This design comes from an exercise in tuning for small area and a short achievable clock period on the open sky130 flow, not from production work.
Only simulation tests tie the RTL to the original design; equivalence was not proved.

$ cat config.mk
export PLATFORM = sky130hd
export DESIGN_NAME = dct_row_top
export DESIGN_NICKNAME = dct_row_top
export VERILOG_FILES = /design/flow/design.v
export SDC_FILE = /design/flow/constraint.sdc
export NUM_CORES = 4
export LEC_CHECK = 0
export CAP_MARGIN = 20
export CORE_MARGIN = 2
export CORE_UTILIZATION = 70
export GPL_ROUTABILITY_DRIVEN = 0
export PLACE_DENSITY = 0.85
export SETUP_SLACK_MARGIN = 3.4
export SLEW_MARGIN = 20
$ cat constraint.sdc
create_clock -name core_clock -period 6.0 [get_ports {clk_i}]
set_input_delay 1.2000 -clock core_clock [delete_from_list [all_inputs] [get_ports {clk_i}]]
set_output_delay 1.2000 -clock core_clock [all_outputs]
set_load 0.01 [all_outputs]
$ cat design.v
`timescale 1ns/1ps
`default_nettype none
module dct_row_top (
  input  logic        clk_i,
  input  logic        rst_i,
  input  logic        px_valid_i,
  input  logic [7:0]  px_data_i,
  output logic        coef_valid_o,
  output logic [11:0] coef_data_o,
  output logic [2:0]  coef_index_o
);
logic [2:0] px_cnt;
logic [7:0] xs0, xs1, xs2, xs3, xs4, xs5, xs6;
logic [7:0] y0, y1, y2, y3, y4, y5, y6, y7;
logic       row_done;
assign row_done = px_valid_i & (&px_cnt);
always_ff @(posedge clk_i, posedge rst_i)
  if (rst_i) px_cnt <= 3'd0;
  else if (px_valid_i) px_cnt <= px_cnt + 3'd1;
always_ff @(posedge clk_i)
  if (px_valid_i) begin
    xs0 <= px_data_i; xs1 <= xs0; xs2 <= xs1; xs3 <= xs2; xs4 <= xs3; xs5 <= xs4; xs6 <= xs5;
  end
always_ff @(posedge clk_i)
  if (row_done) begin
    y0 <= xs6; y1 <= xs5; y2 <= xs4; y3 <= xs3; y4 <= xs2; y5 <= xs1; y6 <= xs0; y7 <= px_data_i;
  end
logic       busy;
logic [2:0] kc, kc_nx;
logic [3:0] n1, n2, ci, n1_nx, n2_nx, ci_nx;
assign kc_nx = row_done ? 3'd0 : kc + 3'd1;
always_comb begin
  case (kc_nx)
    3'd0: begin n1_nx = 4'b0000; n2_nx = 4'b0000; ci_nx = 4'b0000; end
    3'd1: begin n1_nx = 4'b0000; n2_nx = 4'b1111; ci_nx = 4'b1111; end
    3'd2: begin n1_nx = 4'b1100; n2_nx = 4'b1100; ci_nx = 4'b1100; end
    3'd3: begin n1_nx = 4'b1110; n2_nx = 4'b0001; ci_nx = 4'b1111; end
    3'd4: begin n1_nx = 4'b0110; n2_nx = 4'b0110; ci_nx = 4'b0110; end
    3'd5: begin n1_nx = 4'b0010; n2_nx = 4'b1101; ci_nx = 4'b1111; end
    3'd6: begin n1_nx = 4'b1010; n2_nx = 4'b1010; ci_nx = 4'b1010; end
    3'd7: begin n1_nx = 4'b1010; n2_nx = 4'b0101; ci_nx = 4'b1111; end
    default: begin n1_nx = 4'b0000; n2_nx = 4'b0000; ci_nx = 4'b0000; end
  endcase
end
always_ff @(posedge clk_i, posedge rst_i)
  if (rst_i) begin busy <= 1'b0; kc <= 3'd0; end
  else if (row_done) begin busy <= 1'b1; kc <= 3'd0; end
  else if (busy) begin kc <= kc + 3'd1; if (&kc) busy <= 1'b0; end
always_ff @(posedge clk_i) begin
  n1 <= n1_nx; n2 <= n2_nx; ci <= ci_nx;
end
logic [8:0] u0, u1, u2, u3;
logic ca, cb;           
logic oddu, o1, o3, o5, o7;    
logic ep_a, ep_b, eq_a, eq_b, er_a, er_b, es_a, es_b;
logic [2:0] ku;
logic       vu;
always_ff @(posedge clk_i) begin
  u0 <= 9'(y0 ^ {8{n1[0]}}) + 9'(y7 ^ {8{n2[0]}}) + 9'(ci[0]);
  u1 <= 9'(y1 ^ {8{n1[1]}}) + 9'(y6 ^ {8{n2[1]}}) + 9'(ci[1]);
  u2 <= 9'(y2 ^ {8{n1[2]}}) + 9'(y5 ^ {8{n2[2]}}) + 9'(ci[2]);
  u3 <= 9'(y3 ^ {8{n1[3]}}) + 9'(y4 ^ {8{n2[3]}}) + 9'(ci[3]);
  ku <= kc;
  ca <= (kc == 3'd2) | (kc == 3'd6); cb <= (kc == 3'd2) | (kc == 3'd6);
  oddu <= kc[0];
  ep_a <= (kc == 3'd0) | (kc == 3'd2) | (kc == 3'd4);
  ep_b <= (kc == 3'd6);
  eq_a <= (kc == 3'd6);
  eq_b <= (kc == 3'd0) | (kc == 3'd2) | (kc == 3'd4);
  er_a <= (kc == 3'd6);
  er_b <= (kc == 3'd2);
  es_a <= (kc == 3'd0) | (kc == 3'd2) | (kc == 3'd4);
  es_b <= (kc == 3'd6);
  o1 <= (kc == 3'd1); o3 <= (kc == 3'd3); o5 <= (kc == 3'd5); o7 <= (kc == 3'd7);
end
always_ff @(posedge clk_i, posedge rst_i)
  if (rst_i) vu <= 1'b0; else vu <= busy;
logic [9:0] al, be;
logic [9:0] vp;
logic [9:0] vq;
logic [9:0] vr;
logic [9:0] vs;
logic c_k0, c_k4, c_k26, c_odd;    
logic       vv;
assign al = 10'(u0) + 10'(u3) + 10'(ca);
assign be = 10'(u1) + 10'(u2) + 10'(cb);
logic [8:0] pm_p;
assign pm_p = ({9{o1}} & u0) | ({9{o3}} & u2) | ({9{o5}} & u1) | ({9{o7}} & u3);
logic [8:0] pm_q;
assign pm_q = ({9{o1}} & u1) | ({9{o3}} & u0) | ({9{o5}} & u3) | ({9{o7}} & u2);
logic [8:0] pm_r;
assign pm_r = ({9{o1}} & u2) | ({9{o3}} & u3) | ({9{o5}} & u0) | ({9{o7}} & u1);
logic [8:0] pm_s;
assign pm_s = ({9{o1}} & u3) | ({9{o3}} & u1) | ({9{o5}} & u2) | ({9{o7}} & u0);
always_ff @(posedge clk_i) begin
  vp <= ({10{oddu}} & {1'b0, pm_p}) | ({10{ep_a}} & al) | ({10{ep_b}} & be);
  vq <= ({10{oddu}} & {1'b0, pm_q}) | ({10{eq_a}} & al) | ({10{eq_b}} & be);
  vr <= ({10{oddu}} & {1'b0, pm_r}) | ({10{er_a}} & al) | ({10{er_b}} & be);
  vs <= ({10{oddu}} & {1'b0, pm_s}) | ({10{es_a}} & al) | ({10{es_b}} & be);
  c_k0 <= (ku == 3'd0); c_k4 <= (ku == 3'd4); c_k26 <= (ku == 3'd2) | (ku == 3'd6); c_odd <= ku[0];
end
always_ff @(posedge clk_i, posedge rst_i)
  if (rst_i) vv <= 1'b0; else vv <= vu;
logic row_p0_en;
logic row_p0_ng;
logic [9:0] row_p0;
assign row_p0 = ((vp & {10{row_p0_en}}) ^ {10{row_p0_ng}});
logic [9:0] row_p1;
assign row_p1 = ~vp;
logic row_p3_ng;
logic [9:0] row_p3;
assign row_p3 = (vp ^ {10{row_p3_ng}});
logic [9:0] row_p9;
assign row_p9 = vp;
logic row_q1_en;
logic [9:0] row_q1;
assign row_q1 = (vq & {10{row_q1_en}});
logic [9:0] row_q3;
assign row_q3 = vq;
logic row_q5_ng;
logic [9:0] row_q5;
assign row_q5 = (vq ^ {10{row_q5_ng}});
logic [9:0] row_q7;
assign row_q7 = ~vq;
logic row_q9_en;
logic [9:0] row_q9;
assign row_q9 = (vq & {10{row_q9_en}});
logic [9:0] row_r2;
assign row_r2 = ~vr;
logic [9:0] row_r5;
assign row_r5 = vr;
logic [9:0] row_r8;
assign row_r8 = vr;
logic [9:0] row_s2;
assign row_s2 = vs;
logic [9:0] row_s5;
assign row_s5 = ~vs;
logic row_s7_en;
logic row_s7_ng;
logic [9:0] row_s7;
assign row_s7 = ((vs & {10{row_s7_en}}) ^ {10{row_s7_ng}});
always_ff @(posedge clk_i) begin
  row_p0_en <= (ku == 3'd2) | (ku == 3'd6);
  row_p0_ng <= (ku == 3'd2) | (ku == 3'd6);
  row_p3_ng <= ~((ku == 3'd0) | (ku == 3'd4));
  row_q1_en <= ~((ku == 3'd2) | (ku == 3'd6));
  row_q5_ng <= (ku == 3'd0) | (ku == 3'd4);
  row_q9_en <= ~((ku == 3'd2) | (ku == 3'd6));
  row_s7_en <= ~((ku == 3'd2) | (ku == 3'd6));
  row_s7_ng <= (ku == 3'd0) | (ku == 3'd4);
end
logic [21:0] kconst;
assign kconst[0] = (c_k26);
assign kconst[1] = 1'b1;
assign kconst[2] = ~(c_k4);
assign kconst[3] = ~(c_k0);
assign kconst[4] = (c_k4);
assign kconst[5] = (c_k26 | c_odd);
assign kconst[6] = (c_k0);
assign kconst[7] = (c_k26 | c_odd);
assign kconst[8] = (c_k0);
assign kconst[9] = ~(c_k26);
assign kconst[10] = (c_k4 | c_k26);
assign kconst[11] = ~(c_k4);
assign kconst[12] = 1'b0;
assign kconst[13] = (c_k0 | c_odd);
assign kconst[14] = (c_k0 | c_k4);
assign kconst[15] = (c_k0);
assign kconst[16] = (c_k4);
assign kconst[17] = (c_k0);
assign kconst[18] = (c_k4);
assign kconst[19] = ~(c_k4);
assign kconst[20] = 1'b1;
assign kconst[21] = 1'b1;
wire cs1 = row_p1[7] ^ row_q3[5];
wire cc1 = row_p1[7] & row_q3[5];
wire cs2 = row_p1[8] ^ row_p9[0] ^ row_q3[6];
wire cc2 = (row_p1[8] & row_p9[0]) | (row_p1[8] & row_q3[6]) | (row_p9[0] & row_q3[6]);
wire cs3 = row_q7[2] ^ row_r2[7] ^ row_r5[4];
wire cc3 = (row_q7[2] & row_r2[7]) | (row_q7[2] & row_r5[4]) | (row_r2[7] & row_r5[4]);
wire cs4 = row_p1[9] ^ row_p9[1] ^ row_q3[7];
wire cc4 = (row_p1[9] & row_p9[1]) | (row_p1[9] & row_q3[7]) | (row_p9[1] & row_q3[7]);
wire cs5 = row_q7[3] ^ row_r2[8] ^ row_r5[5];
wire cc5 = (row_q7[3] & row_r2[8]) | (row_q7[3] & row_r5[5]) | (row_r2[8] & row_r5[5]);
wire cs6 = row_p9[2] ^ row_q3[8] ^ row_q7[4];
wire cc6 = (row_p9[2] & row_q3[8]) | (row_p9[2] & row_q7[4]) | (row_q3[8] & row_q7[4]);
wire cs7 = row_p1[4] ^ row_q3[2] ^ row_r2[3];
wire cc7 = (row_p1[4] & row_q3[2]) | (row_p1[4] & row_r2[3]) | (row_q3[2] & row_r2[3]);
wire cs8 = row_p1[5] ^ row_q3[3] ^ row_r2[4];
wire cc8 = (row_p1[5] & row_q3[3]) | (row_p1[5] & row_r2[4]) | (row_q3[3] & row_r2[4]);
wire cs9 = row_r5[1] ^ row_s2[4];
wire cc9 = row_r5[1] & row_s2[4];
wire cs10 = row_p1[6] ^ row_q3[4] ^ row_q7[0];
wire cc10 = (row_p1[6] & row_q3[4]) | (row_p1[6] & row_q7[0]) | (row_q3[4] & row_q7[0]);
wire cs11 = row_r2[5] ^ row_r5[2] ^ row_s2[5];
wire cc11 = (row_r2[5] & row_r5[2]) | (row_r2[5] & row_s2[5]) | (row_r5[2] & row_s2[5]);
wire cs12 = row_s5[2] ^ row_p0[7] ^ row_p3[4];
wire cc12 = (row_s5[2] & row_p0[7]) | (row_s5[2] & row_p3[4]) | (row_p0[7] & row_p3[4]);
wire cs13 = row_q7[1] ^ row_r2[6] ^ row_r5[3];
wire cc13 = (row_q7[1] & row_r2[6]) | (row_q7[1] & row_r5[3]) | (row_r2[6] & row_r5[3]);
wire cs14 = row_r8[0] ^ row_s2[6] ^ row_s5[3];
wire cc14 = (row_r8[0] & row_s2[6]) | (row_r8[0] & row_s5[3]) | (row_s2[6] & row_s5[3]);
wire cs15 = cs1 ^ row_p0[8] ^ row_p3[5];
wire cc15 = (cs1 & row_p0[8]) | (cs1 & row_p3[5]) | (row_p0[8] & row_p3[5]);
wire cs16 = row_q1[7] ^ row_q5[3];
wire cc16 = row_q1[7] & row_q5[3];
wire cs17 = row_r8[1] ^ row_s2[7] ^ row_s5[4];
wire cc17 = (row_r8[1] & row_s2[7]) | (row_r8[1] & row_s5[4]) | (row_s2[7] & row_s5[4]);
wire cs18 = cc1 ^ row_p0[9] ^ row_p3[6];
wire cc18 = (cc1 & row_p0[9]) | (cc1 & row_p3[6]) | (row_p0[9] & row_p3[6]);
wire cs19 = row_q1[8] ^ row_q5[4] ^ row_q9[0];
wire cc19 = (row_q1[8] & row_q5[4]) | (row_q1[8] & row_q9[0]) | (row_q5[4] & row_q9[0]);
wire cs20 = row_s7[2] ^ kconst[9] ^ cs2;
wire cc20 = (row_s7[2] & kconst[9]) | (row_s7[2] & cs2) | (kconst[9] & cs2);
wire cs21 = row_r8[2] ^ row_s2[8] ^ row_s5[5];
wire cc21 = (row_r8[2] & row_s2[8]) | (row_r8[2] & row_s5[5]) | (row_s2[8] & row_s5[5]);
wire cs22 = row_p3[7] ^ row_q1[9] ^ row_q5[5];
wire cc22 = (row_p3[7] & row_q1[9]) | (row_p3[7] & row_q5[5]) | (row_q1[9] & row_q5[5]);
wire cs23 = row_q9[1] ^ row_s7[3] ^ kconst[10];
wire cc23 = (row_q9[1] & row_s7[3]) | (row_q9[1] & kconst[10]) | (row_s7[3] & kconst[10]);
wire cs24 = cc2 ^ cc3 ^ cs4;
wire cc24 = (cc2 & cc3) | (cc2 & cs4) | (cc3 & cs4);
wire cs25 = row_r2[9] ^ row_r5[6] ^ row_r8[3];
wire cc25 = (row_r2[9] & row_r5[6]) | (row_r2[9] & row_r8[3]) | (row_r5[6] & row_r8[3]);
wire cs26 = row_s2[9] ^ row_s5[6] ^ row_p3[8];
wire cc26 = (row_s2[9] & row_s5[6]) | (row_s2[9] & row_p3[8]) | (row_s5[6] & row_p3[8]);
wire cs27 = row_q5[6] ^ row_q9[2] ^ row_s7[4];
wire cc27 = (row_q5[6] & row_q9[2]) | (row_q5[6] & row_s7[4]) | (row_q9[2] & row_s7[4]);
wire cs28 = kconst[11] ^ cc4 ^ cc5;
wire cc28 = (kconst[11] & cc4) | (kconst[11] & cc5) | (cc4 & cc5);
wire cs29 = row_p9[3] ^ row_q3[9] ^ row_q7[5];
wire cc29 = (row_p9[3] & row_q3[9]) | (row_p9[3] & row_q7[5]) | (row_q3[9] & row_q7[5]);
wire cs30 = row_r5[7] ^ row_r8[4] ^ row_s5[7];
wire cc30 = (row_r5[7] & row_r8[4]) | (row_r5[7] & row_s5[7]) | (row_r8[4] & row_s5[7]);
wire cs31 = row_p3[9] ^ row_q5[7] ^ row_q9[3];
wire cc31 = (row_p3[9] & row_q5[7]) | (row_p3[9] & row_q9[3]) | (row_q5[7] & row_q9[3]);
wire cs32 = row_p9[4] ^ row_q7[6] ^ row_r5[8];
wire cc32 = (row_p9[4] & row_q7[6]) | (row_p9[4] & row_r5[8]) | (row_q7[6] & row_r5[8]);
wire cs33 = row_r8[5] ^ row_s5[8];
wire cc33 = row_r8[5] & row_s5[8];
wire cs34 = row_p9[5] ^ row_q7[7] ^ row_r5[9];
wire cc34 = (row_p9[5] & row_q7[7]) | (row_p9[5] & row_r5[9]) | (row_q7[7] & row_r5[9]);
wire cs35 = row_p1[2] ^ row_q3[0] ^ row_r2[1];
wire cc35 = (row_p1[2] & row_q3[0]) | (row_p1[2] & row_r2[1]) | (row_q3[0] & row_r2[1]);
wire cs36 = row_p1[3] ^ row_q3[1] ^ row_r2[2];
wire cc36 = (row_p1[3] & row_q3[1]) | (row_p1[3] & row_r2[2]) | (row_q3[1] & row_r2[2]);
wire cs37 = row_s2[2] ^ row_p0[4];
wire cc37 = row_s2[2] & row_p0[4];
wire cs38 = row_r5[0] ^ row_s2[3] ^ row_s5[0];
wire cc38 = (row_r5[0] & row_s2[3]) | (row_r5[0] & row_s5[0]) | (row_s2[3] & row_s5[0]);
wire cs39 = row_p0[5] ^ row_p3[2] ^ row_q1[4];
wire cc39 = (row_p0[5] & row_p3[2]) | (row_p0[5] & row_q1[4]) | (row_p3[2] & row_q1[4]);
wire cs40 = row_q5[0] ^ kconst[5];
wire cc40 = row_q5[0] & kconst[5];
wire cs41 = row_s5[1] ^ cs9 ^ row_p0[6];
wire cc41 = (row_s5[1] & cs9) | (row_s5[1] & row_p0[6]) | (cs9 & row_p0[6]);
wire cs42 = row_p3[3] ^ row_q1[5] ^ row_q5[1];
wire cc42 = (row_p3[3] & row_q1[5]) | (row_p3[3] & row_q5[1]) | (row_q1[5] & row_q5[1]);
wire cs43 = kconst[6] ^ cc7 ^ cs8;
wire cc43 = (kconst[6] & cc7) | (kconst[6] & cs8) | (cc7 & cs8);
wire cs44 = cc9 ^ row_q1[6] ^ row_q5[2];
wire cc44 = (cc9 & row_q1[6]) | (cc9 & row_q5[2]) | (row_q1[6] & row_q5[2]);
wire cs45 = row_s7[0] ^ kconst[7] ^ cc8;
wire cc45 = (row_s7[0] & kconst[7]) | (row_s7[0] & cc8) | (kconst[7] & cc8);
wire cs46 = cs10 ^ cs11 ^ cs12;
wire cc46 = (cs10 & cs11) | (cs10 & cs12) | (cs11 & cs12);
wire cs47 = row_s7[1] ^ kconst[8] ^ cc10;
wire cc47 = (row_s7[1] & kconst[8]) | (row_s7[1] & cc10) | (kconst[8] & cc10);
wire cs48 = cc11 ^ cs13 ^ cs14;
wire cc48 = (cc11 & cs13) | (cc11 & cs14) | (cs13 & cs14);
wire cs49 = cs16 ^ cc12 ^ cs15;
wire cc49 = (cs16 & cc12) | (cs16 & cs15) | (cc12 & cs15);
wire cs50 = cc13 ^ cc14 ^ cs17;
wire cc50 = (cc13 & cc14) | (cc13 & cs17) | (cc14 & cs17);
wire cs51 = cs3 ^ cc16 ^ cc15;
wire cc51 = (cs3 & cc16) | (cs3 & cc15) | (cc16 & cc15);
wire cs52 = cs18 ^ cs19 ^ cs20;
wire cc52 = (cs18 & cs19) | (cs18 & cs20) | (cs19 & cs20);
wire cs53 = cc17 ^ cs21 ^ cs5;
wire cc53 = (cc17 & cs21) | (cc17 & cs5) | (cs21 & cs5);
wire cs54 = cc18 ^ cc19 ^ cs22;
wire cc54 = (cc18 & cc19) | (cc18 & cs22) | (cc19 & cs22);
wire cs55 = cs23 ^ cc20 ^ cs24;
wire cc55 = (cs23 & cc20) | (cs23 & cs24) | (cc20 & cs24);
wire cs56 = cc21 ^ cs25 ^ cs6;
wire cc56 = (cc21 & cs25) | (cc21 & cs6) | (cs25 & cs6);
wire cs57 = cc22 ^ cs26 ^ cs27;
wire cc57 = (cc22 & cs26) | (cc22 & cs27) | (cs26 & cs27);
wire cs58 = cc23 ^ cc24 ^ cs28;
wire cc58 = (cc23 & cc24) | (cc23 & cs28) | (cc24 & cs28);
wire cs59 = row_s7[5] ^ cc25 ^ cc6;
wire cc59 = (row_s7[5] & cc25) | (row_s7[5] & cc6) | (cc25 & cc6);
wire cs60 = cs29 ^ cs30 ^ cc26;
wire cc60 = (cs29 & cs30) | (cs29 & cc26) | (cs30 & cc26);
wire cs61 = cc27 ^ cs31 ^ cc28;
wire cc61 = (cc27 & cs31) | (cc27 & cc28) | (cs31 & cc28);
wire cs62 = cs33 ^ row_q5[8] ^ row_q9[4];
wire cc62 = (cs33 & row_q5[8]) | (cs33 & row_q9[4]) | (row_q5[8] & row_q9[4]);
wire cs63 = row_s7[6] ^ kconst[13] ^ cc29;
wire cc63 = (row_s7[6] & kconst[13]) | (row_s7[6] & cc29) | (kconst[13] & cc29);
wire cs64 = cc30 ^ cs32 ^ cc31;
wire cc64 = (cc30 & cs32) | (cc30 & cc31) | (cs32 & cc31);
wire cs65 = row_r8[6] ^ row_s5[9] ^ cc33;
wire cc65 = (row_r8[6] & row_s5[9]) | (row_r8[6] & cc33) | (row_s5[9] & cc33);
wire cs66 = row_q5[9] ^ row_q9[5] ^ row_s7[7];
wire cc66 = (row_q5[9] & row_q9[5]) | (row_q5[9] & row_s7[7]) | (row_q9[5] & row_s7[7]);
wire cs67 = kconst[14] ^ cc32 ^ cs34;
wire cc67 = (kconst[14] & cc32) | (kconst[14] & cs34) | (cc32 & cs34);
wire cs68 = row_p9[6] ^ row_q7[8] ^ row_r8[7];
wire cc68 = (row_p9[6] & row_q7[8]) | (row_p9[6] & row_r8[7]) | (row_q7[8] & row_r8[7]);
wire cs69 = row_q9[6] ^ row_s7[8] ^ kconst[15];
wire cc69 = (row_q9[6] & row_s7[8]) | (row_q9[6] & kconst[15]) | (row_s7[8] & kconst[15]);
wire cs70 = row_p9[7] ^ row_q7[9] ^ row_r8[8];
wire cc70 = (row_p9[7] & row_q7[9]) | (row_p9[7] & row_r8[8]) | (row_q7[9] & row_r8[8]);
wire cs71 = row_p1[1] ^ row_r2[0] ^ row_s2[0];
wire cc71 = (row_p1[1] & row_r2[0]) | (row_p1[1] & row_s2[0]) | (row_r2[0] & row_s2[0]);
wire cs72 = row_s2[1] ^ row_p0[3] ^ row_p3[0];
wire cc72 = (row_s2[1] & row_p0[3]) | (row_s2[1] & row_p3[0]) | (row_p0[3] & row_p3[0]);
wire cs73 = row_q1[2] ^ kconst[3];
wire cc73 = row_q1[2] & kconst[3];
wire cs74 = row_p3[1] ^ row_q1[3] ^ kconst[4];
wire cc74 = (row_p3[1] & row_q1[3]) | (row_p3[1] & kconst[4]) | (row_q1[3] & kconst[4]);
wire cs75 = cc35 ^ cs36 ^ cs37;
wire cc75 = (cc35 & cs36) | (cc35 & cs37) | (cs36 & cs37);
wire cs76 = cc36 ^ cs38 ^ cs7;
wire cc76 = (cc36 & cs38) | (cc36 & cs7) | (cs38 & cs7);
wire cs77 = cc37 ^ cs40 ^ cs39;
wire cc77 = (cc37 & cs40) | (cc37 & cs39) | (cs40 & cs39);
wire cs78 = cc38 ^ cc40 ^ cc39;
wire cc78 = (cc38 & cc40) | (cc38 & cc39) | (cc40 & cc39);
wire cs79 = cs41 ^ cs42 ^ cs43;
wire cc79 = (cs41 & cs42) | (cs41 & cs43) | (cs42 & cs43);
wire cs80 = cc41 ^ cc42 ^ cs44;
wire cc80 = (cc41 & cc42) | (cc41 & cs44) | (cc42 & cs44);
wire cs81 = cc43 ^ cs45 ^ cs46;
wire cc81 = (cc43 & cs45) | (cc43 & cs46) | (cs45 & cs46);
wire cs82 = cc44 ^ cc45 ^ cs47;
wire cc82 = (cc44 & cc45) | (cc44 & cs47) | (cc45 & cs47);
wire cs83 = cs48 ^ cc46 ^ cs49;
wire cc83 = (cs48 & cc46) | (cs48 & cs49) | (cc46 & cs49);
wire cs84 = cc47 ^ cc48 ^ cs50;
wire cc84 = (cc47 & cc48) | (cc47 & cs50) | (cc48 & cs50);
wire cs85 = cc49 ^ cs51 ^ cs52;
wire cc85 = (cc49 & cs51) | (cc49 & cs52) | (cs51 & cs52);
wire cs86 = cc50 ^ cs53 ^ cc51;
wire cc86 = (cc50 & cs53) | (cc50 & cc51) | (cs53 & cc51);
wire cs87 = cs54 ^ cc52 ^ cs55;
wire cc87 = (cs54 & cc52) | (cs54 & cs55) | (cc52 & cs55);
wire cs88 = cc53 ^ cs56 ^ cc54;
wire cc88 = (cc53 & cs56) | (cc53 & cc54) | (cs56 & cc54);
wire cs89 = cs57 ^ cc55 ^ cs58;
wire cc89 = (cs57 & cc55) | (cs57 & cs58) | (cc55 & cs58);
wire cs90 = cc56 ^ cs59 ^ cc57;
wire cc90 = (cc56 & cs59) | (cc56 & cc57) | (cs59 & cc57);
wire cs91 = cs60 ^ cc58 ^ cs61;
wire cc91 = (cs60 & cc58) | (cs60 & cs61) | (cc58 & cs61);
wire cs92 = cs62 ^ cc59 ^ cs63;
wire cc92 = (cs62 & cc59) | (cs62 & cs63) | (cc59 & cs63);
wire cs93 = cc60 ^ cs64 ^ cc61;
wire cc93 = (cc60 & cs64) | (cc60 & cc61) | (cs64 & cc61);
wire cs94 = cs65 ^ cc62 ^ cs66;
wire cc94 = (cs65 & cc62) | (cs65 & cs66) | (cc62 & cs66);
wire cs95 = cc63 ^ cs67 ^ cc64;
wire cc95 = (cc63 & cs67) | (cc63 & cc64) | (cs67 & cc64);
wire cs96 = cc34 ^ cs68 ^ cc65;
wire cc96 = (cc34 & cs68) | (cc34 & cc65) | (cs68 & cc65);
wire cs97 = cc66 ^ cs69 ^ cc67;
wire cc97 = (cc66 & cs69) | (cc66 & cc67) | (cs69 & cc67);
wire cs98 = row_q9[7] ^ row_s7[9] ^ kconst[16];
wire cc98 = (row_q9[7] & row_s7[9]) | (row_q9[7] & kconst[16]) | (row_s7[9] & kconst[16]);
wire cs99 = cc68 ^ cs70 ^ cc69;
wire cc99 = (cc68 & cs70) | (cc68 & cc69) | (cs70 & cc69);
wire cs100 = row_p9[8] ^ row_r8[9] ^ row_q9[8];
wire cc100 = (row_p9[8] & row_r8[9]) | (row_p9[8] & row_q9[8]) | (row_r8[9] & row_q9[8]);
wire cs101 = kconst[17] ^ cc70;
wire cc101 = kconst[17] & cc70;
wire cs102 = row_p9[9] ^ row_q9[9];
wire cc102 = row_p9[9] & row_q9[9];
logic cq_0_0;
always_ff @(posedge clk_i) cq_0_0 <= row_p0[0];
logic cq_0_1;
always_ff @(posedge clk_i) cq_0_1 <= kconst[0];
logic cq_1_1;
always_ff @(posedge clk_i) cq_1_1 <= row_p1[0];
logic cq_1_2;
always_ff @(posedge clk_i) cq_1_2 <= row_p0[1];
logic cq_1_3;
always_ff @(posedge clk_i) cq_1_3 <= row_q1[0];
logic cq_2_0;
always_ff @(posedge clk_i) cq_2_0 <= cs71;
logic cq_2_1;
always_ff @(posedge clk_i) cq_2_1 <= row_p0[2];
logic cq_2_2;
always_ff @(posedge clk_i) cq_2_2 <= row_q1[1];
logic cq_2_3;
always_ff @(posedge clk_i) cq_2_3 <= kconst[2];
logic cq_3_0;
always_ff @(posedge clk_i) cq_3_0 <= cc71;
logic cq_3_1;
always_ff @(posedge clk_i) cq_3_1 <= cs72;
logic cq_3_2;
always_ff @(posedge clk_i) cq_3_2 <= cs73;
logic cq_3_3;
always_ff @(posedge clk_i) cq_3_3 <= cs35;
logic cq_4_0;
always_ff @(posedge clk_i) cq_4_0 <= cc72;
logic cq_4_1;
always_ff @(posedge clk_i) cq_4_1 <= cc73;
logic cq_4_2;
always_ff @(posedge clk_i) cq_4_2 <= cs74;
logic cq_4_3;
always_ff @(posedge clk_i) cq_4_3 <= cs75;
logic cq_5_0;
always_ff @(posedge clk_i) cq_5_0 <= cc74;
logic cq_5_1;
always_ff @(posedge clk_i) cq_5_1 <= cc75;
logic cq_5_2;
always_ff @(posedge clk_i) cq_5_2 <= cs76;
logic cq_5_3;
always_ff @(posedge clk_i) cq_5_3 <= cs77;
logic cq_6_0;
always_ff @(posedge clk_i) cq_6_0 <= cc76;
logic cq_6_1;
always_ff @(posedge clk_i) cq_6_1 <= cc77;
logic cq_6_2;
always_ff @(posedge clk_i) cq_6_2 <= cs78;
logic cq_6_3;
always_ff @(posedge clk_i) cq_6_3 <= cs79;
logic cq_7_0;
always_ff @(posedge clk_i) cq_7_0 <= cc78;
logic cq_7_1;
always_ff @(posedge clk_i) cq_7_1 <= cc79;
logic cq_7_2;
always_ff @(posedge clk_i) cq_7_2 <= cs80;
logic cq_7_3;
always_ff @(posedge clk_i) cq_7_3 <= cs81;
logic cq_8_0;
always_ff @(posedge clk_i) cq_8_0 <= cc80;
logic cq_8_1;
always_ff @(posedge clk_i) cq_8_1 <= cc81;
logic cq_8_2;
always_ff @(posedge clk_i) cq_8_2 <= cs82;
logic cq_8_3;
always_ff @(posedge clk_i) cq_8_3 <= cs83;
logic cq_9_0;
always_ff @(posedge clk_i) cq_9_0 <= cc82;
logic cq_9_1;
always_ff @(posedge clk_i) cq_9_1 <= cc83;
logic cq_9_2;
always_ff @(posedge clk_i) cq_9_2 <= cs84;
logic cq_9_3;
always_ff @(posedge clk_i) cq_9_3 <= cs85;
logic cq_10_0;
always_ff @(posedge clk_i) cq_10_0 <= cc84;
logic cq_10_1;
always_ff @(posedge clk_i) cq_10_1 <= cc85;
logic cq_10_2;
always_ff @(posedge clk_i) cq_10_2 <= cs86;
logic cq_10_3;
always_ff @(posedge clk_i) cq_10_3 <= cs87;
logic cq_11_0;
always_ff @(posedge clk_i) cq_11_0 <= cc86;
logic cq_11_1;
always_ff @(posedge clk_i) cq_11_1 <= cc87;
logic cq_11_2;
always_ff @(posedge clk_i) cq_11_2 <= cs88;
logic cq_11_3;
always_ff @(posedge clk_i) cq_11_3 <= cs89;
logic cq_12_0;
always_ff @(posedge clk_i) cq_12_0 <= cc88;
logic cq_12_1;
always_ff @(posedge clk_i) cq_12_1 <= cc89;
logic cq_12_2;
always_ff @(posedge clk_i) cq_12_2 <= cs90;
logic cq_12_3;
always_ff @(posedge clk_i) cq_12_3 <= cs91;
logic cq_13_0;
always_ff @(posedge clk_i) cq_13_0 <= cc90;
logic cq_13_1;
always_ff @(posedge clk_i) cq_13_1 <= cc91;
logic cq_13_2;
always_ff @(posedge clk_i) cq_13_2 <= cs92;
logic cq_13_3;
always_ff @(posedge clk_i) cq_13_3 <= cs93;
logic cq_14_0;
always_ff @(posedge clk_i) cq_14_0 <= cc92;
logic cq_14_1;
always_ff @(posedge clk_i) cq_14_1 <= cc93;
logic cq_14_2;
always_ff @(posedge clk_i) cq_14_2 <= cs94;
logic cq_14_3;
always_ff @(posedge clk_i) cq_14_3 <= cs95;
logic cq_15_0;
always_ff @(posedge clk_i) cq_15_0 <= cc94;
logic cq_15_1;
always_ff @(posedge clk_i) cq_15_1 <= cc95;
logic cq_15_2;
always_ff @(posedge clk_i) cq_15_2 <= cs96;
logic cq_15_3;
always_ff @(posedge clk_i) cq_15_3 <= cs97;
logic cq_16_0;
always_ff @(posedge clk_i) cq_16_0 <= cc96;
logic cq_16_1;
always_ff @(posedge clk_i) cq_16_1 <= cc97;
logic cq_16_2;
always_ff @(posedge clk_i) cq_16_2 <= cs98;
logic cq_16_3;
always_ff @(posedge clk_i) cq_16_3 <= cs99;
logic cq_17_0;
always_ff @(posedge clk_i) cq_17_0 <= cc98;
logic cq_17_1;
always_ff @(posedge clk_i) cq_17_1 <= cc99;
logic cq_17_2;
always_ff @(posedge clk_i) cq_17_2 <= cs100;
logic cq_17_3;
always_ff @(posedge clk_i) cq_17_3 <= cs101;
logic cq_18_0;
always_ff @(posedge clk_i) cq_18_0 <= cc100;
logic cq_18_1;
always_ff @(posedge clk_i) cq_18_1 <= cc101;
logic cq_18_2;
always_ff @(posedge clk_i) cq_18_2 <= cs102;
logic cq_18_3;
always_ff @(posedge clk_i) cq_18_3 <= kconst[18];
logic cq_19_0;
always_ff @(posedge clk_i) cq_19_0 <= cc102;
logic cq_19_1;
always_ff @(posedge clk_i) cq_19_1 <= kconst[19];
logic vc;
always_ff @(posedge clk_i, posedge rst_i)
  if (rst_i) vc <= 1'b0; else vc <= vv;
wire cs103 = 1'b1 ^ cq_1_1;
wire cc103 = 1'b1 & cq_1_1;
wire cs104 = cq_2_0 ^ cq_2_1 ^ cq_2_2;
wire cc104 = (cq_2_0 & cq_2_1) | (cq_2_0 & cq_2_2) | (cq_2_1 & cq_2_2);
wire cs105 = cq_3_0 ^ cq_3_1 ^ cq_3_2;
wire cc105 = (cq_3_0 & cq_3_1) | (cq_3_0 & cq_3_2) | (cq_3_1 & cq_3_2);
wire cs106 = cq_4_0 ^ cq_4_1 ^ cq_4_2;
wire cc106 = (cq_4_0 & cq_4_1) | (cq_4_0 & cq_4_2) | (cq_4_1 & cq_4_2);
wire cs107 = cq_5_0 ^ cq_5_1 ^ cq_5_2;
wire cc107 = (cq_5_0 & cq_5_1) | (cq_5_0 & cq_5_2) | (cq_5_1 & cq_5_2);
wire cs108 = cq_6_0 ^ cq_6_1 ^ cq_6_2;
wire cc108 = (cq_6_0 & cq_6_1) | (cq_6_0 & cq_6_2) | (cq_6_1 & cq_6_2);
wire cs109 = cq_7_0 ^ cq_7_1 ^ cq_7_2;
wire cc109 = (cq_7_0 & cq_7_1) | (cq_7_0 & cq_7_2) | (cq_7_1 & cq_7_2);
wire cs110 = cq_8_0 ^ cq_8_1 ^ cq_8_2;
wire cc110 = (cq_8_0 & cq_8_1) | (cq_8_0 & cq_8_2) | (cq_8_1 & cq_8_2);
wire cs111 = cq_9_0 ^ cq_9_1 ^ cq_9_2;
wire cc111 = (cq_9_0 & cq_9_1) | (cq_9_0 & cq_9_2) | (cq_9_1 & cq_9_2);
wire cs112 = cq_10_0 ^ cq_10_1 ^ cq_10_2;
wire cc112 = (cq_10_0 & cq_10_1) | (cq_10_0 & cq_10_2) | (cq_10_1 & cq_10_2);
wire cs113 = cq_11_0 ^ cq_11_1 ^ cq_11_2;
wire cc113 = (cq_11_0 & cq_11_1) | (cq_11_0 & cq_11_2) | (cq_11_1 & cq_11_2);
wire cs114 = cq_12_0 ^ cq_12_1 ^ cq_12_2;
wire cc114 = (cq_12_0 & cq_12_1) | (cq_12_0 & cq_12_2) | (cq_12_1 & cq_12_2);
wire cs115 = cq_13_0 ^ cq_13_1 ^ cq_13_2;
wire cc115 = (cq_13_0 & cq_13_1) | (cq_13_0 & cq_13_2) | (cq_13_1 & cq_13_2);
wire cs116 = cq_14_0 ^ cq_14_1 ^ cq_14_2;
wire cc116 = (cq_14_0 & cq_14_1) | (cq_14_0 & cq_14_2) | (cq_14_1 & cq_14_2);
wire cs117 = cq_15_0 ^ cq_15_1 ^ cq_15_2;
wire cc117 = (cq_15_0 & cq_15_1) | (cq_15_0 & cq_15_2) | (cq_15_1 & cq_15_2);
wire cs118 = cq_16_0 ^ cq_16_1 ^ cq_16_2;
wire cc118 = (cq_16_0 & cq_16_1) | (cq_16_0 & cq_16_2) | (cq_16_1 & cq_16_2);
wire cs119 = cq_17_0 ^ cq_17_1 ^ cq_17_2;
wire cc119 = (cq_17_0 & cq_17_1) | (cq_17_0 & cq_17_2) | (cq_17_1 & cq_17_2);
wire cs120 = cq_18_0 ^ cq_18_1 ^ cq_18_2;
wire cc120 = (cq_18_0 & cq_18_1) | (cq_18_0 & cq_18_2) | (cq_18_1 & cq_18_2);
wire cs121 = cq_1_2 ^ cq_1_3;
wire cc121 = cq_1_2 & cq_1_3;
wire cs122 = cq_2_3 ^ cc103 ^ cs104;
wire cc122 = (cq_2_3 & cc103) | (cq_2_3 & cs104) | (cc103 & cs104);
wire cs123 = cq_3_3 ^ cc104 ^ cs105;
wire cc123 = (cq_3_3 & cc104) | (cq_3_3 & cs105) | (cc104 & cs105);
wire cs124 = cq_4_3 ^ cc105 ^ cs106;
wire cc124 = (cq_4_3 & cc105) | (cq_4_3 & cs106) | (cc105 & cs106);
wire cs125 = cq_5_3 ^ cc106 ^ cs107;
wire cc125 = (cq_5_3 & cc106) | (cq_5_3 & cs107) | (cc106 & cs107);
wire cs126 = cq_6_3 ^ cc107 ^ cs108;
wire cc126 = (cq_6_3 & cc107) | (cq_6_3 & cs108) | (cc107 & cs108);
wire cs127 = cq_7_3 ^ cc108 ^ cs109;
wire cc127 = (cq_7_3 & cc108) | (cq_7_3 & cs109) | (cc108 & cs109);
wire cs128 = cq_8_3 ^ cc109 ^ cs110;
wire cc128 = (cq_8_3 & cc109) | (cq_8_3 & cs110) | (cc109 & cs110);
wire cs129 = cq_9_3 ^ cc110 ^ cs111;
wire cc129 = (cq_9_3 & cc110) | (cq_9_3 & cs111) | (cc110 & cs111);
wire cs130 = cq_10_3 ^ cc111 ^ cs112;
wire cc130 = (cq_10_3 & cc111) | (cq_10_3 & cs112) | (cc111 & cs112);
wire cs131 = cq_11_3 ^ cc112 ^ cs113;
wire cc131 = (cq_11_3 & cc112) | (cq_11_3 & cs113) | (cc112 & cs113);
wire cs132 = cq_12_3 ^ cc113 ^ cs114;
wire cc132 = (cq_12_3 & cc113) | (cq_12_3 & cs114) | (cc113 & cs114);
wire cs133 = cq_13_3 ^ cc114 ^ cs115;
wire cc133 = (cq_13_3 & cc114) | (cq_13_3 & cs115) | (cc114 & cs115);
wire cs134 = cq_14_3 ^ cc115 ^ cs116;
wire cc134 = (cq_14_3 & cc115) | (cq_14_3 & cs116) | (cc115 & cs116);
wire cs135 = cq_15_3 ^ cc116 ^ cs117;
wire cc135 = (cq_15_3 & cc116) | (cq_15_3 & cs117) | (cc116 & cs117);
wire cs136 = cq_16_3 ^ cc117 ^ cs118;
wire cc136 = (cq_16_3 & cc117) | (cq_16_3 & cs118) | (cc117 & cs118);
wire cs137 = cq_17_3 ^ cc118 ^ cs119;
wire cc137 = (cq_17_3 & cc118) | (cq_17_3 & cs119) | (cc118 & cs119);
wire cs138 = cq_18_3 ^ cc119 ^ cs120;
wire cc138 = (cq_18_3 & cc119) | (cq_18_3 & cs120) | (cc119 & cs120);
wire cs139 = cq_19_0 ^ cq_19_1 ^ cc120;
wire cc139 = (cq_19_0 & cq_19_1) | (cq_19_0 & cc120) | (cq_19_1 & cc120);
logic [10:0] lowsum;
assign lowsum = {1'b0, cc128, cc127, cc126, cc125, cc124, cc123, cc122, cc121, cs121, cq_0_0} + {1'b0, cs129, cs128, cs127, cs126, cs125, cs124, cs123, cs122, cs103, cq_0_1};
logic cr_lowc;
always_ff @(posedge clk_i) cr_lowc <= lowsum[10];
logic cr_10_0;
always_ff @(posedge clk_i) cr_10_0 <= cc129;
logic cr_10_1;
always_ff @(posedge clk_i) cr_10_1 <= cs130;
logic cr_11_0;
always_ff @(posedge clk_i) cr_11_0 <= cc130;
logic cr_11_1;
always_ff @(posedge clk_i) cr_11_1 <= cs131;
logic cr_12_0;
always_ff @(posedge clk_i) cr_12_0 <= cc131;
logic cr_12_1;
always_ff @(posedge clk_i) cr_12_1 <= cs132;
logic cr_13_0;
always_ff @(posedge clk_i) cr_13_0 <= cc132;
logic cr_13_1;
always_ff @(posedge clk_i) cr_13_1 <= cs133;
logic cr_14_0;
always_ff @(posedge clk_i) cr_14_0 <= cc133;
logic cr_14_1;
always_ff @(posedge clk_i) cr_14_1 <= cs134;
logic cr_15_0;
always_ff @(posedge clk_i) cr_15_0 <= cc134;
logic cr_15_1;
always_ff @(posedge clk_i) cr_15_1 <= cs135;
logic cr_16_0;
always_ff @(posedge clk_i) cr_16_0 <= cc135;
logic cr_16_1;
always_ff @(posedge clk_i) cr_16_1 <= cs136;
logic cr_17_0;
always_ff @(posedge clk_i) cr_17_0 <= cc136;
logic cr_17_1;
always_ff @(posedge clk_i) cr_17_1 <= cs137;
logic cr_18_0;
always_ff @(posedge clk_i) cr_18_0 <= cc137;
logic cr_18_1;
always_ff @(posedge clk_i) cr_18_1 <= cs138;
logic cr_19_0;
always_ff @(posedge clk_i) cr_19_0 <= cc138;
logic cr_19_1;
always_ff @(posedge clk_i) cr_19_1 <= cs139;
logic cr_20_0;
always_ff @(posedge clk_i) cr_20_0 <= cc139;
logic vc2;
always_ff @(posedge clk_i, posedge rst_i)
  if (rst_i) vc2 <= 1'b0; else vc2 <= vc;
logic [21:0] fa, fb, fsum;
assign fa = {1'b1, cr_20_0, cr_19_0, cr_18_0, cr_17_0, cr_16_0, cr_15_0, cr_14_0, cr_13_0, cr_12_0, cr_11_0, cr_10_0, 1'b0, 1'b0, 1'b0, 1'b0, 1'b0, 1'b0, 1'b0, 1'b0, 1'b0, 1'b0};
assign fb = {1'b0, 1'b1, cr_19_1, cr_18_1, cr_17_1, cr_16_1, cr_15_1, cr_14_1, cr_13_1, cr_12_1, cr_11_1, cr_10_1, 1'b0, 1'b0, 1'b0, 1'b0, 1'b0, 1'b0, 1'b0, 1'b0, 1'b0, 1'b0};
logic [12:0] fhi;
assign fhi = {fa[21:10], 1'b1} + {fb[21:10], cr_lowc};
assign fsum = {fhi[12:1], 10'd0};
always_ff @(posedge clk_i) coef_data_o <= fsum[21:10];
always_ff @(posedge clk_i, posedge rst_i)
  if (rst_i) coef_valid_o <= 1'b0; else coef_valid_o <= vc2;
always_ff @(posedge clk_i, posedge rst_i)
  if (rst_i) coef_index_o <= 3'd0; else if (coef_valid_o) coef_index_o <= coef_index_o + 3'd1;
endmodule
`default_nettype wire
$ cat flow/run.sh
#!/bin/bash
# Standard ORFS layout with one extra step between synthesis and floorplan:
# flow/pol.py re-chooses the polarity of every full adder (a full adder is self-dual)
# so that Yosys' extract_fa leaves fewer inverters. Registers are not touched.
set -euo pipefail
R=$PWD/orfs/results/$FLOW_PLATFORM/dct_row_top/base
bash standard.sh "$R/1_2_yosys.v" > synth.log 2>&1
cp "$R/1_2_yosys.v" "$PWD/1_2_yosys.before_pol.v"
python3 flow/pol.py "$PWD/1_2_yosys.before_pol.v" "$R/1_2_yosys.v" > pol.log 2>&1
# clock tree: the standard arguments, without the dummy loads CTS adds for balancing
export CTS_ARGS="-sink_clustering_enable -repair_clock_nets -dont_use_dummy_load -buf_list sky130_fd_sc_hd__clkbuf_8"
bash standard.sh finish > layout.log 2>&1
$ cat flow/pol.py
#!/usr/bin/env python3
"""Full-adder polarity optimisation of a Yosys netlist (sky130hd cells).

A full adder is self-dual: FA(~a, ~b, ~c) = (~sum, ~cout). Yosys' extract_fa leaves many
inverters between full adders; this pass chooses, for each sky130_fd_sc_hd__fa_* cell, whether
it computes the true or the complemented function, so that as few inverters as possible are
needed, then rebuilds the inverters. The logic function of every register input and output port
is unchanged; no register is touched.

usage: pol.py IN.v OUT.v
"""
import re, sys, collections, random

OUT_PINS = {'X', 'Y', 'Q', 'Q_N', 'SUM', 'COUT', 'HI', 'LO'}

def main(src, dst):
    text = open(src).read()
    m = re.search(r'^\s*module\s+(\S+)\s*\((.*?)\);', text, re.M | re.S)
    head_end = m.end()
    end = text.rindex('endmodule')
    body = text[head_end:end]
    # split body into statements
    inst_re = re.compile(r'^(\s*)(sky130_fd_sc_hd__\w+)\s+(\S+)\s*\((.*?)\);\s*$', re.M | re.S)
    pin_re = re.compile(r'\.(\w+)\(\s*(.*?)\s*\)\s*(?:,|$)', re.S)
    cells = []
    decls = []
    pos = 0
    others = []
    for mm in inst_re.finditer(body):
        others.append(body[pos:mm.start()])
        pos = mm.end()
        typ, name, pins = mm.group(2), mm.group(3), mm.group(4)
        pl = []
        for pm in pin_re.finditer(pins.strip()):
            pl.append([pm.group(1), pm.group(2).strip()])
        cells.append({'type': typ, 'name': name, 'pins': pl})
    tail = body[pos:]
    # ports
    ports_out = set()
    for mm in re.finditer(r'^\s*output\s+(\[(\d+):(\d+)\]\s*)?(\S+?)\s*;', text, re.M):
        if mm.group(1):
            hi, lo = int(mm.group(2)), int(mm.group(3))
            for i in range(min(hi, lo), max(hi, lo) + 1):
                ports_out.add('%s[%d]' % (mm.group(4), i))
        else:
            ports_out.add(mm.group(4))
    assigns = re.findall(r'^\s*assign\s+(.*?)\s*=\s*(.*?)\s*;', body, re.M)
    assert not assigns, 'assign statements not handled: %r' % assigns[:3]

    def isinv(c):
        return re.fullmatch(r'sky130_fd_sc_hd__(clk)?inv_\d+', c['type']) is not None
    def isfa(c):
        return re.fullmatch(r'sky130_fd_sc_hd__fa_\d+', c['type']) is not None
    def isxor(c):
        return re.fullmatch(r'sky130_fd_sc_hd__x(n)?or[23]_\d+', c['type']) is not None

    driver = {}
    for ci, c in enumerate(cells):
        for p, n in c['pins']:
            if p in OUT_PINS:
                driver[n] = (ci, p)
    invin = {}
    for ci, c in enumerate(cells):
        if isinv(c):
            d = dict(c['pins'])
            invin[d['Y']] = d['A']
    def resolve(n):
        par = 0
        seen = 0
        while n in invin:
            n = invin[n]; par ^= 1; seen += 1
            assert seen < 100
        return n, par
    keep_inv = set()
    for ci, c in enumerate(cells):
        if isinv(c) and dict(c['pins'])['Y'] in ports_out:
            keep_inv.add(ci)
    fa_ids = [ci for ci, c in enumerate(cells) if isfa(c)]
    fa_of_base = {}
    for ci in fa_ids:
        for p, n in cells[ci]['pins']:
            if p in ('SUM', 'COUT'):
                fa_of_base[n] = ci
    # consumers: (cell index or None for port, pin index, base, parity)
    cons = collections.defaultdict(list)   # base -> list of (ci, pinidx, par)
    for ci, c in enumerate(cells):
        if isinv(c) and ci not in keep_inv:
            continue
        for k, (p, n) in enumerate(c['pins']):
            if p in OUT_PINS:
                continue
            b, par = resolve(n)
            cons[b].append((ci, k, par))
    xor_ids = [ci for ci, c in enumerate(cells) if isxor(c)]
    xor_of_base = {}
    for ci in xor_ids:
        for p, n in cells[ci]['pins']:
            if p in OUT_PINS:
                xor_of_base[n] = ci
    pol = {ci: 0 for ci in fa_ids}
    xpol = {ci: 0 for ci in xor_ids}
    def pdrv(b):
        ci = fa_of_base.get(b)
        if ci is not None: return pol[ci]
        ci = xor_of_base.get(b)
        if ci is not None: return xpol[ci]
        return 0
    def need(ci, par):
        return par ^ (pol[ci] if ci in pol else 0)
    def cost_base(b):
        pd = pdrv(b)
        return 1 if any(ci not in xpol and need(ci, par) != pd for ci, k, par in cons.get(b, [])) else 0
    # bases touched by each FA
    touch = collections.defaultdict(set)
    for ci in fa_ids:
        for p, n in cells[ci]['pins']:
            if p in ('SUM', 'COUT'):
                touch[ci].add(n)
            else:
                touch[ci].add(resolve(n)[0])
    for ci in xor_ids:
        for p, n in cells[ci]['pins']:
            if p in OUT_PINS:
                touch[ci].add(n)
    allbases = set(cons.keys())
    before = sum(1 for ci, c in enumerate(cells) if isinv(c))
    start = sum(cost_base(b) for b in allbases)
    rnd = random.Random(1)
    improved = True
    it = 0
    while improved and it < 50:
        improved = False
        it += 1
        order = fa_ids + xor_ids
        rnd.shuffle(order)
        for ci in order:
            t = touch[ci]
            d = pol if ci in pol else xpol
            c0 = sum(cost_base(b) for b in t)
            d[ci] ^= 1
            c1 = sum(cost_base(b) for b in t)
            if c1 < c0:
                improved = True
            elif c1 > c0 or rnd.random() < 0.5:
                d[ci] ^= 1
    # simulated annealing from the greedy result
    import math
    cur = sum(cost_base(b) for b in allbases)
    best_state = (dict(pol), dict(xpol), cur)
    allv = fa_ids + xor_ids
    T = 2.0
    for step in range(200000):
        ci = allv[rnd.randrange(len(allv))]
        t = touch[ci]
        d = pol if ci in pol else xpol
        c0 = sum(cost_base(b) for b in t)
        d[ci] ^= 1
        c1 = sum(cost_base(b) for b in t)
        delta = c1 - c0
        if delta <= 0 or rnd.random() < math.exp(-delta / T):
            cur += delta
            if cur < best_state[2]:
                best_state = (dict(pol), dict(xpol), cur)
        else:
            d[ci] ^= 1
        T = max(0.05, T * 0.99997)
    pol.clear(); pol.update(best_state[0]); xpol.clear(); xpol.update(best_state[1])
    final = sum(cost_base(b) for b in allbases)
    # rebuild
    newinv = {}
    out_cells = []
    nid = [0]
    newwires = []
    def invnet(b):
        if b not in newinv:
            nid[0] += 1
            w = 'pol_n%d' % nid[0]
            newwires.append(w)
            newinv[b] = w
        return newinv[b]
    for ci, c in enumerate(cells):
        if isinv(c) and ci not in keep_inv:
            continue
        if ci in xpol:
            # inputs straight from the base nets; the cell type absorbs every inversion
            t = 1 if 'xnor' in c['type'] else 0
            t ^= xpol[ci]
            pins = []
            outn = None
            for p, n in c['pins']:
                if p in OUT_PINS:
                    outn = n; continue
                b, par = resolve(n)
                t ^= par ^ pdrv(b)
                pins.append((p, b))
            m = re.fullmatch(r'sky130_fd_sc_hd__x(n)?or([23])_(\d+)', c['type'])
            typ = 'sky130_fd_sc_hd__%s%s_%s' % ('xnor' if t else 'xor', m.group(2), m.group(3))
            pins.append(('Y' if t else 'X', outn))
            out_cells.append((typ, c['name'], pins))
            continue
        pins = []
        for p, n in c['pins']:
            if p in OUT_PINS:
                pins.append((p, n)); continue
            b, par = resolve(n)
            q = need(ci, par)
            if q == pdrv(b):
                pins.append((p, b))
            else:
                pins.append((p, invnet(b)))
        out_cells.append((c['type'], c['name'], pins))
    for b, w in newinv.items():
        nid[0] += 1
        out_cells.append(('sky130_fd_sc_hd__inv_1', 'pol_inv%d' % nid[0], [('A', b), ('Y', w)]))
    lines = [text[:head_end]]
    lines.append(''.join(others[:1]))
    for w in newwires:
        lines.append('  wire %s;\n' % w)
    for typ, name, pins in out_cells:
        lines.append('  %s %s (\n%s\n  );\n' % (typ, name, ',\n'.join('    .%s(%s)' % (p, n + ' ' if n.startswith('\\') else n) for p, n in pins)))
    lines.append(tail)
    lines.append(text[end:])
    open(dst, 'w').write(''.join(lines))
    flipped = sum(pol.values()) + sum(xpol.values())
    sys.stderr.write('pol: inverters %d -> %d (needed before opt %d), %d of %d full adders flipped\n'
                     % (before, final + len(keep_inv), start, flipped, len(fa_ids)))

if __name__ == '__main__':
    main(sys.argv[1], sys.argv[2])
$ cat standard.sh
#!/bin/bash
# synth_recipe.tcl (not shown) runs the flow's synth.tcl, then flattens the netlist and writes it again
# the make line also repeats each setting of config.mk as NAME=value (left out here)
make -C /OpenROAD-flow-scripts/flow DESIGN_CONFIG=/design/flow/config.mk WORK_HOME=/design/flow/orfs CLKGATE_MAP_FILE= SYNTH_SCRIPT=/design/flow/synth_recipe.tcl "${@:-finish}"
==> notes.md <==
[timing repair]
action,CTS,global route
hold buffers,0,0
setup buffers,0,4
pin swaps,0,6
resized for setup,26,26
setup endpoints to repair,39,26
[path summary, 6_finish.rpt]
path | from | to
setup / recovery | vp[9]$_DFF_P_ | cq_10_3$_DFF_P_
hold / removal | vc$_DFF_PP0_ | vc2$_DFF_PP0_
setup reg to reg | vp[9]$_DFF_P_ | cq_10_3$_DFF_P_
hold reg to reg | vc$_DFF_PP0_ | vc2$_DFF_PP0_
max in group asynchronous | rst_i | kc[2]$_DFFE_PP0P_
min in group asynchronous | rst_i | coef_index_o[2]$_DFFE_PP0P_
[sequential cells by signal, indices dropped and copies added, names as in the netlist, 9 cells and up]
register and count:
coef_data_o 12, vp 10, vq 10, vr 10
u0 9, u1 9, u2 9, u3 9
vs 9
[metal layers]
layer | vias to the layer above | wire length, um
met1 | 4569 | 11800
met3 | 128 | 1250
met5 | - | 0
met2 | 283 | 15700
met4 | 0 | 1750
li1 | 4325 | -
[stage by stage]
step | std cells
finish | 1596
global route | 1596
CTS | 1592
detailed placement | 1540
global placement | 1540
floorplan | 1238
[area by class of cell]
| cell class | count | area, sq um | area share |
|---|---|---|---|
| Timing Repair Buffer | 32 | 303 | 0.0171 |
| Inverter | 89 | 342 | 0.0193 |
| Sequential cell | 346 | 8250 | 0.466 |
| Tap cell | 313 | 392 | 0.0221 |
| Clock buffer | 52 | 716 | 0.0405 |
| Multi-Input combinational cell | 764 | 7690 | 0.435 |
[worst max-delay path: stages (launching register included)]
cell        delay (ns)
dfxtp_4           0.37
clkinvlp_4        0.12
fa_1              0.54
fa_1              0.47
fa_1              0.57
fa_1              0.42
==> results.cfg <==
[clocking]
cts_tree = built
htree_levels = 2
clockBufferDepth = 3
path_clk_slew_ns = 0.06
cts_buffers = 52
cts_root_buf = clkbuf_8
clk_latency_ns = 0.57
cts_sinks = 346

[placed_design]
port_buffers = 26
dp_hpwl_um = 23200
preCtsSetupSlack_ns = 2.98
post_dp_cell_area_sq_um = 16800

[grt]
met1_usage = 0.299
first_global_vias = 9990
grt_pass1_wl_um = 49000
top_usage_layer = met2
grt_max_degree = 60
grt_overflow = 0
antenna_found_initial = 1
grtUsageMet3 = 0.0374
gr-usage-all-layers = 0.260
met2_usage = 0.472

[final_layout]
final_cell_mix = 193 x dfxtp_1, 136 x fa_1, 120 x edfxtp_1, 91 x xor2_1, 88 x ha_1
area_growth_pct = 8.54
diodes = 0
num-nets-final = 1524
drive_gt1_frac = 0.0873
fillerInstances = 1352
utilization = 0.776
final_common_cell = dfxtp_1
postLayoutCellArea_sq_um = 17700

[critical_path]
cp-start-kind = flop
rrSetupSlack_ns = 3.38
crit_fanout = 4
crit_required_ns = 6.43
endpoint_kind = flop
critPathKind = flop to flop
worst_r2r_path_depth = 5
critical_path_arrival_ns = 3.05

[min_path]
hold_path_class = flop to flop
hold_depth = 0

[drt]
num_vias = 9305
dr.pass1.iters = 5
postRouteAntennaNets = 0
drtIter0Drc = 391
wl_um = 30500
remaining_drc_errors = 0
wl_per_cell_um = 19.1
via_per_inst = 5.83

[floorplanning]
core_area_sq_um = 22800
start_util = 0.715
die_w_um = 157
boundaryPins = 27
die_h_um = 157
design.die.area_sq_um = 24500
fp-row-count = 55

[timing]
rsz0062_at_grt = yes
setup_viol = 0
clock.fmax_ghz = 0.382
report.final.slew_viol_count = 0
final_hold_viol_count = 0
fin_hold_ws_ns = 0.340
max-slew-margin-rel = 0.459
tns_ns = 0
tightestPinTransition_ns = 0.810
period_share = 0.437
finalCriticalPeriod_ns = 2.62
worst_slack_ns = 3.38
finClkSkew_ns = 0.0528

[synth]
avgSynthCellArea_sq_um = 13.2
synth_nets = 1477
yosysWarningCount = 1
synthCells = 1238
synthesis.area_sq_um = 16300

[flow_run]
drv_cap = 0

[outcome]
status = complete, no violations

-- static timing again, ports no longer ideal --
The flow's constraints put no driver on any port. The routed layout listed below was extracted and timed again, unchanged, in two steps. Step 1 assumes that a clkbuf_16 drives the clock port and a buf_2 every other input. Step 2 times the ports against the registers' clock, not the clock port: input delays grow and output delays shrink by t, the midpoint of the rising clock arrivals with the driver on. Three values: ideal, step 1, step 2; two values: the first two.
t, ns: 0.591
setup slack, ns: 3.380 / 3.380 / 3.040
worst data-port slew with drivers (ns): 0.08
After both steps this run still meets setup and hold. For this run, drivers alone change the setup slack by 0.000 ns; drivers and shift together by -0.340 ns.
